What follows belongs to an exercise in optimizing a design on an open flow for small area and few clock cycles per item; a production flow would make more cautious choices.
Where RTL was checked, it was by simulation tests only, not by an equivalence proof against the original.
Function not checked in run 1: the RTL went through the layout flow alone.

==> flow/design.v (outline; a module is shown in full before it is edited, if it fits) <==
// module hysl_add: 34 lines
// module hysl_front: 1431 lines
// module hysl_back: 1095 lines
// module heading_yaw_slew_limiter: 91 lines
module heading_yaw_slew_limiter (
    input  logic                               clk,
    input  logic                               rst_n,
    input  logic                               cfg_we,
    input  logic [hysl_pkg::CFG_IDX_W-1:0]     cfg_index,
    input  logic [hysl_pkg::CFG_DATA_W-1:0]    cfg_data,
    input  logic                               point_valid,
    output logic                               point_ready,
    input  logic signed [31:0]                 point_pos_x,
    input  logic signed [31:0]                 point_pos_y,
    input  logic signed [15:0]                 point_vel_x,
    input  logic signed [15:0]                 point_vel_y,
    output logic                               cmd_valid,
    input  logic                               cmd_ready,
    output logic signed [31:0]                 cmd_x,
    output logic signed [31:0]                 cmd_y,
    output logic        [30:0]                 cmd_z,
    output logic signed [15:0]                 cmd_yaw,
    output logic signed [15:0]                 cmd_yaw_rate
);
  // ...
==> flow/flow/run.sh <==
#!/bin/bash
# Own layout flow: the standard synthesis, then the combinational logic
# between the registers re-mapped by ABC for delay (registers untouched: same
# instances, names and cell types), then the standard layout from that
# netlist. Each tool's output goes to a log file of its own in this folder.
set -euo pipefail
WORK=$(pwd)
FLOW_DIR=$WORK/flow
RES=$WORK/orfs/results/$FLOW_PLATFORM/heading_yaw_slew_limiter/base
LIB=$FLOW_HOME/platforms/$FLOW_PLATFORM/lib/sky130_fd_sc_hd__tt_025C_1v80.lib
YOSYS=$FLOW_HOME/../tools/install/yosys/bin/yosys
[[ -x $YOSYS ]] || YOSYS=$(command -v yosys)

bash standard.sh synth > $WORK/flow_1_synth.log 2>&1
cp $RES/1_2_yosys.v $WORK/standard_netlist.v

# 2. re-map the logic between the registers for delay
SEQ=$(grep -oE 'cell *\("?sky130_fd_sc_hd__[a-z0-9_]*' $LIB | sed 's/cell *("*//' \
      | grep -E '__(df|dl|edf|sdf|sed|sdl|lpflow|einv|ebuf|conb|tap|fill|decap|diode|probe|clkdly|dlygate)' \
      | sort -u | tr '\n' ' ')
DONT=$(grep -oE 'cell *\("?sky130_fd_sc_hd__[a-z0-9_]*' $LIB | sed 's/cell *("*//' \
      | grep -E '__(lpflow|probe)' | sort -u | sed 's/^/-dont_use /' | tr '\n' ' ')
DELAY=$(cat $FLOW_DIR/abc_delay_ps)
sed "s/@D@/$DELAY/g" $FLOW_DIR/resyn.abc > $WORK/resyn.abc
$YOSYS -l $WORK/flow_2_resyn.log -p "
read_liberty -ignore_miss_func $LIB;
blackbox $SEQ;
read_verilog $WORK/standard_netlist.v;
hierarchy -top $FLOW_TOP;
flatten;
opt_clean;
abc -liberty $LIB $DONT -script $WORK/resyn.abc;
splitnets;
opt_clean -purge;
hilomap -singleton -hicell sky130_fd_sc_hd__conb_1 HI -locell sky130_fd_sc_hd__conb_1 LO;
insbuf -buf sky130_fd_sc_hd__buf_4 A X;
write_verilog -noexpr -noattr -nohex -nodec $WORK/resyn_netlist.v;
tee -o $WORK/resyn_stat.txt stat -liberty $LIB
" > /dev/null
cp $WORK/resyn_netlist.v $RES/1_2_yosys.v
touch $RES/1_2_yosys.v

# 3. the standard layout from the re-mapped netlist
bash standard.sh > $WORK/flow_3_layout.log 2>&1
==> flow/flow/abc_delay_ps <==
8000
==> flow/flow/resyn.abc <==
strash
dch
map -D @D@
topo
buffer
upsize -D @D@
dnsize -D @D@
==> flow/standard.sh <==
#!/bin/bash
# synth_recipe.tcl (not shown) runs the flow's synth.tcl, then flattens the netlist and writes it again
# the make line also repeats each setting of config.mk as NAME=value (left out here)
make -C /OpenROAD-flow-scripts/flow DESIGN_CONFIG=/design/flow/config.mk WORK_HOME=/design/flow/orfs CLKGATE_MAP_FILE= SYNTH_SCRIPT=/design/flow/synth_recipe.tcl "${@:-finish}"
==> flow/config.mk <==
export PLATFORM = sky130hd
export DESIGN_NAME = heading_yaw_slew_limiter
export DESIGN_NICKNAME = heading_yaw_slew_limiter
export VERILOG_FILES = /design/flow/design.v
export SDC_FILE = /design/flow/constraint.sdc
export NUM_CORES = 4
export LEC_CHECK = 0
export CAP_MARGIN = 20
export CORE_MARGIN = 2
export CORE_UTILIZATION = 40
export SLEW_MARGIN = 20
==> flow/constraint.sdc <==
create_clock -name core_clock -period 14.0 [get_ports {clk}]
set_input_delay 2.8000 -clock core_clock [delete_from_list [all_inputs] [get_ports {clk}]]
set_output_delay 2.8000 -clock core_clock [all_outputs]
set_load 0.01 [all_outputs]
==> impl_metrics.csv, run 1 <==
group,metric,value,unit
sta,final_min_period_over_clock_period,96.76,%
sta,tns,0,ns
layout,non_clock_buffer_count,614,
sta,hold_ws,0.3930,ns
worst_hold_path,min-delay-path-class,"flop to flop",
critical_path,timing.critical_path.from_type,"flop",
sta,tightest_slew,1.094,ns
layout,layout.cells.most_common,"sky130_fd_sc_hd__nand2_1",
sta,setup_viol,0,
layout,multi_input_comb_area,44870,µm²
synth,synthesis.area_per_instance,6.090,µm²
route,drt-total-wl,222700,µm
layout,finish.net_count,11460,
outcome,outcome,"no timing/DRC/antenna violations",
synth,netlist_area_pre_place,66240,µm²
sta,rsz0062_at_grt,"yes",
placed_design,dp_cells,13330,
clock_network,clock_latency,0.68,ns
global_routing,grt_use_met3,2.749,%
route,via_count,70230,
layout,diodes,1,
sta,clock.fmax,73.82,MHz
critical_path,worstSetupEndpoint,"u_front.aim_rz[12]",
route,final_antenna_net_count,0,
critical_path,required,14.41,ns
==> module hysl_add, before the edit <==
module hysl_add #(
    parameter int W = 8
) (
    input  logic [W-1:0] a,
    input  logic [W-1:0] b,
    input  logic         ci,
    output logic [W-1:0] y
);
    localparam int L = $clog2(W + 1);
    logic [W:0] g [0:L];
    logic [W:0] p [0:L];
    assign g[0][0]   = ci;
    assign p[0][0]   = 1'b0;
    assign g[0][W:1] = a & b;
    assign p[0][W:1] = a ^ b;
    for (genvar l = 0; l < L; l++)
    begin : g_lvl
        for (genvar i = 0; i <= W; i++)
        begin : g_bit
            if ((i >> l) % 2 == 1)
            begin : g_op
                localparam int J = ((i >> l) << l) - 1;
                assign g[l+1][i] = g[l][i] | (p[l][i] & g[l][J]);
                assign p[l+1][i] = p[l][i] & p[l][J];
            end
            else
            begin : g_pass
                assign g[l+1][i] = g[l][i];
                assign p[l+1][i] = p[l][i];
            end
        end
    end
    assign y = p[0][W:1] ^ g[L][W-1:0];
endmodule
==> inputs of run 2 (changes only) <==
--- a/flow/design.v
+++ b/flow/design.v
@@ -14,17 +14,24 @@
 module hysl_add #(
     parameter int W = 8
 ) (
     input  logic [W-1:0] a,
     input  logic [W-1:0] b,
     input  logic         ci,
     output logic [W-1:0] y
 );
-    localparam int L = $clog2(W + 1);
+    function automatic integer levels(input integer n);
+        integer r;
+        r = 0;
+        while ((1 << r) < n)
+            r = r + 1;
+        levels = r;
+    endfunction
+    localparam int L = levels(W + 1);
     logic [W:0] g [0:L];
     logic [W:0] p [0:L];
     assign g[0][0]   = ci;
     assign p[0][0]   = 1'b0;
     assign g[0][W:1] = a & b;
     assign p[0][W:1] = a ^ b;
     for (genvar l = 0; l < L; l++)
     begin : g_lvl
@@ -601,31 +608,32 @@
     logic [23:0] xs_2;
     logic [23:0] u_2;
     logic d3;
     logic [24:0] us_3;
     logic [24:0] cx_3;
     logic c_3;
     logic [22:0] xs_3;
     logic [22:0] u_3;
-    logic [24:0] cx_r3;
-    logic d02_r3;
-    logic d03_r3;
-    logic [31:0] px_r3;
-    logic [31:0] py_r3;
-    logic sl_r3;
-    logic [22:0] u_r3;
-    logic vl_r3;
-    logic [1:0] zc_r3;
     logic d4;
     logic [24:0] us_4;
     logic [24:0] cx_4;
     logic c_4;
     logic [21:0] xs_4;
     logic [21:0] u_4;
+    logic [24:0] cx_r4;
+    logic d02_r4;
+    logic d03_r4;
+    logic d04_r4;
+    logic [31:0] px_r4;
+    logic [31:0] py_r4;
+    logic sl_r4;
+    logic [21:0] u_r4;
+    logic vl_r4;
+    logic [1:0] zc_r4;
     logic d5;
     logic [24:0] us_5;
     logic [24:0] cx_5;
     logic c_5;
     logic [21:0] xs_5;
     logic [21:0] u_5;
     logic d6;
     logic [24:0] us_6;
@@ -640,36 +648,37 @@
     logic [19:0] xs_7;
     logic [19:0] u_7;
     logic d8;
     logic [24:0] us_8;
     logic [24:0] cx_8;
     logic c_8;
     logic [18:0] xs_8;
     logic [18:0] u_8;
-    logic [24:0] cx_r8;
-    logic d02_r8;
-    logic d03_r8;
-    logic d04_r8;
-    logic d05_r8;
-    logic d06_r8;
-    logic d07_r8;
-    logic d08_r8;
-    logic [31:0] px_r8;
-    logic [31:0] py_r8;
-    logic sl_r8;
-    logic [18:0] u_r8;
-    logic vl_r8;
-    logic [1:0] zc_r8;
     logic d9;
     logic [24:0] us_9;
     logic [24:0] cx_9;
     logic c_9;
     logic [17:0] xs_9;
     logic [17:0] u_9;
+    logic [24:0] cx_r9;
+    logic d02_r9;
+    logic d03_r9;
+    logic d04_r9;
+    logic d05_r9;
+    logic d06_r9;
+    logic d07_r9;
+    logic d08_r9;
+    logic d09_r9;
+    logic [31:0] px_r9;
+    logic [31:0] py_r9;
+    logic sl_r9;
+    logic [17:0] u_r9;
+    logic vl_r9;
+    logic [1:0] zc_r9;
     logic d10;
     logic [24:0] us_10;
     logic [24:0] cx_10;
     logic c_10;
     logic [16:0] xs_10;
     logic [16:0] u_10;
     logic d11;
     logic [24:0] us_11;
@@ -1262,28 +1271,28 @@
     assign xs_2 = cx_1[24:1];
     hysl_add #(24) u_u_2 (.a(u_1[23:0]), .b(xs_2 ^ {24{d2}}), .ci(d2), .y(u_2));
     assign d3 = !u_2[23];
     assign us_3 = {{3{u_2[23]}}, u_2[23:2]};
     assign c_3 = &u_2[1:0];
     hysl_add #(25) u_cx_3 (.a(cx_2), .b(us_3 ^ {25{!d3}}), .ci(!(d3 ^ c_3)), .y(cx_3));
     assign xs_3 = cx_2[24:2];
     hysl_add #(23) u_u_3 (.a(u_2[22:0]), .b(xs_3 ^ {23{d3}}), .ci(d3), .y(u_3));
-    assign d4 = !u_r3[22];
-    assign us_4 = {{5{u_r3[22]}}, u_r3[22:3]};
-    assign c_4 = &u_r3[2:0];
-    hysl_add #(25) u_cx_4 (.a(cx_r3), .b(us_4 ^ {25{!d4}}), .ci(!(d4 ^ c_4)), .y(cx_4));
-    assign xs_4 = cx_r3[24:3];
-    hysl_add #(22) u_u_4 (.a(u_r3[21:0]), .b(xs_4 ^ {22{d4}}), .ci(d4), .y(u_4));
-    assign d5 = !u_4[21];
-    assign us_5 = {{7{u_4[21]}}, u_4[21:4]};
-    assign c_5 = &u_4[3:0];
-    hysl_add #(25) u_cx_5 (.a(cx_4), .b(us_5 ^ {25{!d5}}), .ci(!(d5 ^ c_5)), .y(cx_5));
-    assign xs_5 = {1'd0, cx_4[24:4]};
-    hysl_add #(22) u_u_5 (.a(u_4[21:0]), .b(xs_5 ^ {22{d5}}), .ci(d5), .y(u_5));
+    assign d4 = !u_3[22];
+    assign us_4 = {{5{u_3[22]}}, u_3[22:3]};
+    assign c_4 = &u_3[2:0];
+    hysl_add #(25) u_cx_4 (.a(cx_3), .b(us_4 ^ {25{!d4}}), .ci(!(d4 ^ c_4)), .y(cx_4));
+    assign xs_4 = cx_3[24:3];
+    hysl_add #(22) u_u_4 (.a(u_3[21:0]), .b(xs_4 ^ {22{d4}}), .ci(d4), .y(u_4));
+    assign d5 = !u_r4[21];
+    assign us_5 = {{7{u_r4[21]}}, u_r4[21:4]};
+    assign c_5 = &u_r4[3:0];
+    hysl_add #(25) u_cx_5 (.a(cx_r4), .b(us_5 ^ {25{!d5}}), .ci(!(d5 ^ c_5)), .y(cx_5));
+    assign xs_5 = {1'd0, cx_r4[24:4]};
+    hysl_add #(22) u_u_5 (.a(u_r4[21:0]), .b(xs_5 ^ {22{d5}}), .ci(d5), .y(u_5));
     assign d6 = !u_5[21];
     assign us_6 = {{8{u_5[21]}}, u_5[21:5]};
     assign c_6 = &u_5[4:0];
     hysl_add #(25) u_cx_6 (.a(cx_5), .b(us_6 ^ {25{!d6}}), .ci(!(d6 ^ c_6)), .y(cx_6));
     assign xs_6 = {1'd0, cx_5[24:5]};
     hysl_add #(21) u_u_6 (.a(u_5[20:0]), .b(xs_6 ^ {21{d6}}), .ci(d6), .y(u_6));
     assign d7 = !u_6[20];
     assign us_7 = {{10{u_6[20]}}, u_6[20:6]};
@@ -1292,28 +1301,28 @@
     assign xs_7 = {1'd0, cx_6[24:6]};
     hysl_add #(20) u_u_7 (.a(u_6[19:0]), .b(xs_7 ^ {20{d7}}), .ci(d7), .y(u_7));
     assign d8 = !u_7[19];
     assign us_8 = {{12{u_7[19]}}, u_7[19:7]};
     assign c_8 = &u_7[6:0];
     hysl_add #(25) u_cx_8 (.a(cx_7), .b(us_8 ^ {25{!d8}}), .ci(!(d8 ^ c_8)), .y(cx_8));
     assign xs_8 = {1'd0, cx_7[24:7]};
     hysl_add #(19) u_u_8 (.a(u_7[18:0]), .b(xs_8 ^ {19{d8}}), .ci(d8), .y(u_8));
-    assign d9 = !u_r8[18];
-    assign us_9 = {{14{u_r8[18]}}, u_r8[18:8]};
-    assign c_9 = &u_r8[7:0];
-    hysl_add #(25) u_cx_9 (.a(cx_r8), .b(us_9 ^ {25{!d9}}), .ci(!(d9 ^ c_9)), .y(cx_9));
-    assign xs_9 = {1'd0, cx_r8[24:8]};
-    hysl_add #(18) u_u_9 (.a(u_r8[17:0]), .b(xs_9 ^ {18{d9}}), .ci(d9), .y(u_9));
-    assign d10 = !u_9[17];
-    assign us_10 = {{16{u_9[17]}}, u_9[17:9]};
-    assign c_10 = &u_9[8:0];
-    hysl_add #(25) u_cx_10 (.a(cx_9), .b(us_10 ^ {25{!d10}}), .ci(!(d10 ^ c_10)), .y(cx_10));
-    assign xs_10 = {1'd0, cx_9[24:9]};
-    hysl_add #(17) u_u_10 (.a(u_9[16:0]), .b(xs_10 ^ {17{d10}}), .ci(d10), .y(u_10));
+    assign d9 = !u_8[18];
+    assign us_9 = {{14{u_8[18]}}, u_8[18:8]};
+    assign c_9 = &u_8[7:0];
+    hysl_add #(25) u_cx_9 (.a(cx_8), .b(us_9 ^ {25{!d9}}), .ci(!(d9 ^ c_9)), .y(cx_9));
+    assign xs_9 = {1'd0, cx_8[24:8]};
+    hysl_add #(18) u_u_9 (.a(u_8[17:0]), .b(xs_9 ^ {18{d9}}), .ci(d9), .y(u_9));
+    assign d10 = !u_r9[17];
+    assign us_10 = {{16{u_r9[17]}}, u_r9[17:9]};
+    assign c_10 = &u_r9[8:0];
+    hysl_add #(25) u_cx_10 (.a(cx_r9), .b(us_10 ^ {25{!d10}}), .ci(!(d10 ^ c_10)), .y(cx_10));
+    assign xs_10 = {1'd0, cx_r9[24:9]};
+    hysl_add #(17) u_u_10 (.a(u_r9[16:0]), .b(xs_10 ^ {17{d10}}), .ci(d10), .y(u_10));
     assign d11 = !u_10[16];
     assign us_11 = {{18{u_10[16]}}, u_10[16:10]};
     assign c_11 = &u_10[9:0];
     hysl_add #(25) u_cx_11 (.a(cx_10), .b(us_11 ^ {25{!d11}}), .ci(!(d11 ^ c_11)), .y(cx_11));
     assign xs_11 = {1'd0, cx_10[24:10]};
     hysl_add #(16) u_u_11 (.a(u_10[15:0]), .b(xs_11 ^ {16{d11}}), .ci(d11), .y(u_11));
     assign d12 = !u_11[15];
     assign us_12 = {{20{u_11[15]}}, u_11[15:11]};
@@ -1328,17 +1337,17 @@
     assign xs_13 = {1'd0, cx_12[24:12]};
     hysl_add #(14) u_u_13 (.a(u_12[13:0]), .b(xs_13 ^ {14{d13}}), .ci(d13), .y(u_13));
     assign d14 = !u_13[13];
     assign xs_14 = {1'd0, cx_13[24:13]};
     hysl_add #(13) u_u_14 (.a(u_13[12:0]), .b(xs_14 ^ {13{d14}}), .ci(d14), .y(u_14));
     assign d15 = !u_14[12];
     always_comb
     begin
-        unique case ({zc_r8, d02_r8, d03_r8, d04_r8, d05_r8})
+        unique case ({zc_r9, d02_r9, d03_r9, d04_r9, d05_r9})
             6'd0: e_tab = 16'hfa7b;
             6'd1: e_tab = 16'hfe79;
             6'd2: e_tab = 16'h0271;
             6'd3: e_tab = 16'h066f;
             6'd4: e_tab = 16'h0a29;
             6'd5: e_tab = 16'h0e27;
             6'd6: e_tab = 16'h121f;
             6'd7: e_tab = 16'h161d;
@@ -1406,74 +1415,76 @@
     assign zt_3 = e_tab[2] ^ d13;
     assign zt_4 = e_tab[2] & d13;
     assign zt_5 = e_tab[3] ^ d12;
     assign zt_6 = e_tab[3] & d12;
     assign zt_7 = e_tab[4] ^ d11;
     assign zt_8 = e_tab[4] & d11;
     assign zt_9 = e_tab[5] ^ d10;
     assign zt_10 = e_tab[5] & d10;
-    assign zt_11 = e_tab[6] ^ d9;
-    assign zt_12 = e_tab[6] & d9;
-    assign zt_13 = e_tab[7] ^ d08_r8;
-    assign zt_14 = e_tab[7] & d08_r8;
-    assign zt_15 = e_tab[8] ^ d07_r8;
-    assign zt_16 = e_tab[8] & d07_r8;
-    assign zt_17 = e_tab[9] ^ d06_r8;
-    assign zt_18 = e_tab[9] & d06_r8;
+    assign zt_11 = e_tab[6] ^ d09_r9;
+    assign zt_12 = e_tab[6] & d09_r9;
+    assign zt_13 = e_tab[7] ^ d08_r9;
+    assign zt_14 = e_tab[7] & d08_r9;
+    assign zt_15 = e_tab[8] ^ d07_r9;
+    assign zt_16 = e_tab[8] & d07_r9;
+    assign zt_17 = e_tab[9] ^ d06_r9;
+    assign zt_18 = e_tab[9] & d06_r9;
     assign z_a = {e_tab[15], e_tab[14], e_tab[13], e_tab[12], e_tab[11], e_tab[10], zt_17, zt_15, zt_13, zt_11, zt_9, zt_7, zt_5, zt_3, zt_1, e_tab[0]};
     assign z_b = {1'b0, 1'b0, 1'b0, 1'b0, 1'b0, zt_18, zt_16, zt_14, zt_12, zt_10, zt_8, zt_6, zt_4, zt_2, 1'b0, 1'b0};
     hysl_add #(16) u_z (.a(z_a), .b(z_b), .ci(1'b0), .y(z_s));
     assign z_hi = $signed(z_s) > 16'sd25736;
     assign z_lo = $signed(z_s) <= -16'sd25736;
     assign aim_0 = z_hi ? z_s - 16'd51472 : (z_lo ? z_s + 16'd51472 : z_s);
     always_ff @(posedge clk or negedge rst_n)
     begin
         if (!rst_n)
         begin
-            vl_r3 <= 1'b0;
-            vl_r8 <= 1'b0;
+            vl_r4 <= 1'b0;
+            vl_r9 <= 1'b0;
             vl_rz <= 1'b0;
         end
         else if (en)
         begin
-            vl_r3 <= point_valid;
-            vl_r8 <= vl_r3;
-            vl_rz <= vl_r8;
+            vl_r4 <= point_valid;
+            vl_r9 <= vl_r4;
+            vl_rz <= vl_r9;
         end
     end
     always_ff @(posedge clk)
     begin
         if (en)
         begin
-            cx_r3 <= cx_3;
-            d02_r3 <= d2;
-            d03_r3 <= d3;
-            px_r3 <= point_pos_x;
-            py_r3 <= point_pos_y;
-            sl_r3 <= slow_0;
-            u_r3 <= u_3;
-            zc_r3 <= zc;
-            cx_r8 <= cx_8;
-            d02_r8 <= d02_r3;
-            d03_r8 <= d03_r3;
-            d04_r8 <= d4;
-            d05_r8 <= d5;
-            d06_r8 <= d6;
-            d07_r8 <= d7;
-            d08_r8 <= d8;
-            px_r8 <= px_r3;
-            py_r8 <= py_r3;
-            sl_r8 <= sl_r3;
-            u_r8 <= u_8;
-            zc_r8 <= zc_r3;
+            cx_r4 <= cx_4;
+            d02_r4 <= d2;
+            d03_r4 <= d3;
+            d04_r4 <= d4;
+            px_r4 <= point_pos_x;
+            py_r4 <= point_pos_y;
+            sl_r4 <= slow_0;
+            u_r4 <= u_4;
+            zc_r4 <= zc;
+            cx_r9 <= cx_9;
+            d02_r9 <= d02_r4;
+            d03_r9 <= d03_r4;
+            d04_r9 <= d04_r4;
+            d05_r9 <= d5;
+            d06_r9 <= d6;
+            d07_r9 <= d7;
+            d08_r9 <= d8;
+            d09_r9 <= d9;
+            px_r9 <= px_r4;
+            py_r9 <= py_r4;
+            sl_r9 <= sl_r4;
+            u_r9 <= u_9;
+            zc_r9 <= zc_r4;
             aim_rz <= aim_0;
-            px_rz <= px_r8;
-            py_rz <= py_r8;
-            sl_rz <= sl_r8;
+            px_rz <= px_r9;
+            py_rz <= py_r9;
+            sl_rz <= sl_r9;
         end
     end
     assign fr_valid = vl_rz;
     assign fr_pos_x = px_rz;
     assign fr_pos_y = py_rz;
     assign fr_slow  = sl_rz;
     assign fr_aim   = aim_rz;
 endmodule
==> flow/flow/abc_delay_ps (replaced) <==
10000
==> run 2 against run 1 <==
Non-clock buffer count increased by 458. Sequential cell count up 6. Via count fell by 8.8%.
==> impl_metrics.csv, run 2 <==
group,metric,value,unit
route,drc,0,
layout,final_core_util,48.90,%
sta,hold_viol,0,
synth,yosys_warnings,48,
sta,hold_ws,0.4023,ns
synth,synthesis.area_per_instance,6.255,µm²
die,die_h,399.4,µm
global_routing,grt_pass1_vias,59130,
critical_path,source_of_the_critical_timing_path,"point_vel_y[3]",
layout,seqCellArea,15220,µm²
critical_path,cp_num_buf_inv,3,
critical_path,timing.critical_path.fanout_max,6,
layout,commonest_cells_after_routing_fill_and_taps_aside,"sky130_fd_sc_hd__nor2_1, sky130_fd_sc_hd__nand2_1, sky130_fd_sc_hd__inv_1",
route,drt-total-wl,206300,µm
critical_path,crit_arrival,14.15,ns
clock_network,tritoncts_clock_tree,"yes",
worst_hold_path,hold_start,"u_front.px_r9[13]",
critical_path,path_common_cell,"sky130_fd_sc_hd__nand2_2",
sta,final_setup_skew,0.04546,ns
route,final_antenna_net_count,0,
route,drt-vias-per-instance,4.902,
layout,proportion_of_layout_cells_with_a_drive_suffix_above_1,13.47,%
layout,final_design_area_no_fill,76120,µm²
layout,layout.cells.most_common,"sky130_fd_sc_hd__nor2_1",
layout,nFillCells,15860,
layout,finish.net_count,11090,
sta,max-slew-margin-rel,24.20,%
sta,timing_max_transition_violations_final,0,
global_routing,grt_start_max_net_pins,92,
sta,tightest_slew,1.133,ns
sta,period_needed,13.72,ns
global_routing,groute.usage.overall,25.07,%
route,via_count,64040,
die,top_level_ports,265,
critical_path,timing.critical_path.from_type,"input port",
placed_design,place.detailed.hpwl,168100,µm
clock_network,htreeDepth,3,
die,design.die.area,159500,µm²
die,coreArea,155700,µm²
synth,post_synth_inst_count,9997,
layout,syn_to_final_growth,21.72,%
die,initial_core_util,40.17,%
synth,netlist_area_pre_place,62530,µm²
route,detailed_routing_iteration_count_for_the_pre_antenna_repair_pass,6,
critical_path,worst_r2r_start,"u_front.u_r9[17]",
sta,final.setup.worst_slack,0.2772,ns
clock_network,root_buffer,"sky130_fd_sc_hd__clkbuf_16",
clock_network,max-clock-path-buffers,3,
route,avgRoutedWirePerCell,15.79,µm
clock_network,count_of_clock_tree_sinks,535,
placed_design,dpl-instance-area,72290,µm²
die,floorplan.rows,145,
global_routing,antenna_found_initial,3,
placed_design,io_buffers,264,
placed_design,place_worst_setup_slack,-1.088,ns
global_routing,grt_first_pass_wirelength,316500,µm
clock_network,postCtsHoldBufs,0,
sta,tns,0,ns
sta,setup_viol,0,
layout,multi_input_comb_area,40500,µm²
job,maxCapViolCount,0,
critical_path,crit_path_max_incr_delay,0.27,ns
clock_network,tritoncts.num_buffers,67,
placed_design,gp_congestion,0.9569,
critical_path,worst-setup-path-type,"input port to flop",
global_routing,overflow,0,
sta,rsz0062_at_grt,"yes",
critical_path,critical-path-slowest-cell,"sky130_fd_sc_hd__a32o_2",
critical_path,worst_setup_path_end_kind,"flop",
critical_path,path_delay_family,"compound AO/OA/AOI/OAI gates",
critical_path,required,14.43,ns
clock_network,path_clk_slew,0.06,ns
sta,final_min_period_over_clock_period,98.02,%
worst_hold_path,min-delay-path-class,"flop to flop",
route,drt-initial-drc-count,4295,
outcome,outcome,"no timing/DRC/antenna violations",
sta,clock.fmax,72.87,MHz
clock_network,clock_latency,0.69,ns
die,floorplan.die.width,399.4,µm
## run 2: final timing paths
check / end / slack (ns) / cells past startpoint
worst max register to register: u_front.aim_rz[5] / 1.00 / 95
max in group asynchronous: u_back.held_yaw_reg[5] / 9.93 / 3
worst min register to register: u_front.px_rz[13] / 0.40 / 0
worst min-delay path: u_front.px_rz[13] / 0.40 / 0
min in group asynchronous: speed_sq_min_reg[28] / 2.06 / 1
worst max-delay path: u_front.cx_r4[23] / 0.28 / 88
## run 2: timing repair
item | in CTS | in global routing
cloned | 0 | 1
setup buffers | 1 | 67
gates resized for setup | 7 | 246
pin swaps | 2 | 127
setup endpoints to repair | 9 | 62
## run 2: cell type report
class                           instances  share of cell area [%]
Antenna cell                            1                0.003288
Clock buffer                           86                   2.393
Clock inverter                         36                  0.5342
Inverter                             1781                   8.827
Multi-Input combinational cell       7496                   53.21
Sequential cell                       535                   20.00
Tap cell                             2058                   3.383
Timing Repair Buffer                 1072                   11.65
## run 2: per-stage QoR
step | instances
global route | 13060
global placement | 12870
floorplan | 10010
detailed placement | 12870
CTS | 13000
finish | 13070
## run 2: per-layer routing
| layer | up-vias | track usage (%) | wire length [µm] |
|---|---|---|---|
| met5 | - | 0 | 27 |
| met4 | 4 | 8.042 | 6809 |
| met3 | 313 | 2.798 | 10710 |
| met2 | 1606 | 43.93 | 98630 |
| met1 | 29000 | 32.01 | 90110 |
| li1 | 33120 | - | - |
## run 2: worst reg2reg max path: cells and delay by family, from the launching register on
kind	cells	cell delay, ns
compound gates	28	3.97
flops	1	0.40
xor+xnor	3	0.42
simple gates	55	6.61
buf+inv	9	1.31
Testbench counts of run 2, summed over its fixed seeds: cycles 12,032, items 12,000.

re-timing with driven ports:
The flow's constraints put no driver on any port. The routed layouts listed below were extracted and timed again, unchanged, in two steps.
Step 1, drivers: a clkbuf_16 drives clk and a buf_2 each remaining input, both assumed.
Step 2 also shifts input and output timing later by t, the mid clock arrival at the registers, as if the neighbouring blocks saw the same clock.
Three values: no drivers, after step 1, after step 2; two values: the first two.
run | t, ns | slack for setup (ns) | worst setup path after step 2 | worst slew at a driven data input, ns
run 1 | 0.732 | 0.454 / 0.454 / 0.454 | register to register | 0.06
run 2 | 0.750 | 0.277 / 0.330 / -0.420 | input to register | 0.08
Met with ideal ports but missed after step 2: setup timing in run 2. For run 2, which loses most, drivers alone change the setup slack by +0.053 ns; drivers and shift together by -0.697 ns.
